What follows belongs to an exercise in optimizing a design on an open flow for small area, a short achievable clock period and few clock cycles per item; a production flow would make more cautious choices.
In this exercise RTL edits were held to simulation tests only and were not proved equivalent to the original.

run 1:
## dit_fft_8
module dit_fft_8 (
    input  logic         clk,
    input  logic         RST_N,
    input  logic         write,
    input  logic         start,
    input  logic [dit_fft_8_pkg::W-1:0] in0_r, in1_r, in2_r, in3_r, in4_r, in5_r, in6_r, in7_r,
    input  logic [dit_fft_8_pkg::W-1:0] in0_i, in1_i, in2_i, in3_i, in4_i, in5_i, in6_i, in7_i,
    output logic [dit_fft_8_pkg::W-1:0] out0_r, out1_r, out2_r, out3_r, out4_r, out5_r, out6_r, out7_r,
    output logic [dit_fft_8_pkg::W-1:0] out0_i, out1_i, out2_i, out3_i, out4_i, out5_i, out6_i, out7_i,
    output logic         ready
);
Size in the first run: roughly 8800 cells after synthesis, roughly 520 I/O pins, roughly 78000 um^2 of cells after synthesis.
clock: 11.0 ns
lec_check: 0
cap_margin: 20
core_margin: 2
core_utilization: 60
place_density: 0.7
setup_slack_margin: 5
slew_margin: 20
run.sh (not shown) runs the stock make flow with config.mk's settings and CLKGATE_MAP_FILE= SYNTH_SCRIPT=/design/flow/synth_recipe.tcl, a recipe that flattens the netlist after the stock synthesis.
Run 1 went all the way through the flow, and no timing, DRC or antenna check failed.
Testbench counts of run 1, summed over its fixed seeds: cycles 1,920, items 960.
--- input diff run 1..run 5 ---
Settings: SETUP_SLACK_MARGIN: 5 -> unset; PLACE_DENSITY: 0.7 -> unset; CORE_UTILIZATION: 60 -> 40.
==> flow/flow/run.sh (new file) <==
#!/bin/bash
# The standard layout, except that the port buffers are buf_2 cells rather than the cell
# buffer_ports picks by default (a clkdlybuf4s50_1 delay cell), and timing repair aims at a
# setup slack of 6.5 ns. The make run's full output goes to flow_make.log here; ORFS keeps each
# step's own log under orfs/logs/.
set -euo pipefail
export BUFFER_PORTS_ARGS="-buffer_cell sky130_fd_sc_hd__buf_2"
export SETUP_SLACK_MARGIN=6.5
bash standard.sh > flow_make.log 2>&1
==> flow/standard.sh (new file) <==
#!/bin/bash
# synth_recipe.tcl (not shown) runs the flow's synth.tcl, then flattens the netlist and writes it again
# the make line also repeats each setting of config.mk as NAME=value (left out here)
make -C /OpenROAD-flow-scripts/flow DESIGN_CONFIG=/design/flow/config.mk WORK_HOME=/design/flow/orfs CLKGATE_MAP_FILE= SYNTH_SCRIPT=/design/flow/synth_recipe.tcl "${@:-finish}"
removed: flow/run.sh
--- outcome ---
Between run 5 and run 1, it is run 5 whose area growth from synthesis to final layout is higher, by 21 points. In the tables for run 5 and run 1, shortest clock period the worst path allows after layout reads lower with run 5. Across both runs, routability congestion estimate was lower for run 5 than for run 1.

---

Setup of job 101:
Starting RTL as in the previous note.
clock: 11.0 ns
lec_check: 0
cap_margin: 20
core_margin: 2
core_utilization: 40
setup_slack_margin: 5
slew_margin: 20
Stock flow here: none of the scripts above is used.
No stage failed in job 101, and the final checks on the layout all came back clean.
Testbench counts of job 101, summed over its fixed seeds: cycles 1,920, items 960.
### job 101 -> job 102
==> flow/flow/run.sh (new file) <==
#!/bin/bash
# The standard layout, except that the port buffers are buf_2 cells rather than the cell
# buffer_ports picks by default (a clkdlybuf4s50_1 delay cell). The make run's full output goes
# to flow_make.log here; ORFS keeps each step's own log under orfs/logs/.
set -euo pipefail
export BUFFER_PORTS_ARGS="-buffer_cell sky130_fd_sc_hd__buf_2"
bash standard.sh > flow_make.log 2>&1
==> flow/standard.sh (new file) <==
#!/bin/bash
# synth_recipe.tcl (not shown) runs the flow's synth.tcl, then flattens the netlist and writes it again
# the make line also repeats each setting of config.mk as NAME=value (left out here)
make -C /OpenROAD-flow-scripts/flow DESIGN_CONFIG=/design/flow/config.mk WORK_HOME=/design/flow/orfs CLKGATE_MAP_FILE= SYNTH_SCRIPT=/design/flow/synth_recipe.tcl "${@:-finish}"
removed: flow/run.sh
==> comparison <==
Comparing job 102 and job 101, the higher largest fanout on the critical path was measured on job 102.
Delta (job 102 minus job 101): number of stages on the worst setup path moved down, minimum setup slack in the final design increased 20 ps, non-clock buffer count down 21%.

static timing again, ports no longer ideal:
The flow's constraints put no driver on any port. The routed layouts listed below were extracted and timed again, unchanged, in two steps.
Step 1 assumes that a clkbuf_16 drives the clock port and a buf_2 every other input.
Step 2 also shifts input and output timing later by t, the mid clock arrival at the registers, as if the neighbouring blocks saw the same clock.
a / b / c = no drivers / after step 1 / after step 2; a / b = the first two.
| run | t, ns | setup slack, ns | worst setup path at the end | clock arrival spread, ns | worst register clock-pin slew, ns |
|---|---|---|---|---|---|
| run 1 | 0.770 | 4.672 / 4.589 / 4.321 | input to register | 0.045 / 0.045 | 0.07 / 0.07 |
| run 5 | 0.787 | 4.707 / 4.672 / 4.546 | input to register | 0.032 / 0.032 | 0.07 / 0.07 |
| job 101 | 0.798 | 4.748 / 4.655 / 4.295 | input to register | 0.064 / 0.064 | 0.08 / 0.08 |
| job 102 | 0.812 | 4.768 / 4.670 / 4.231 | input to register | 0.046 / 0.046 | 0.08 / 0.08 |
After both steps every run listed still meets setup and hold. The setup slack of job 102, which loses most, moves by -0.098 ns with the drivers and by -0.537 ns with both steps.
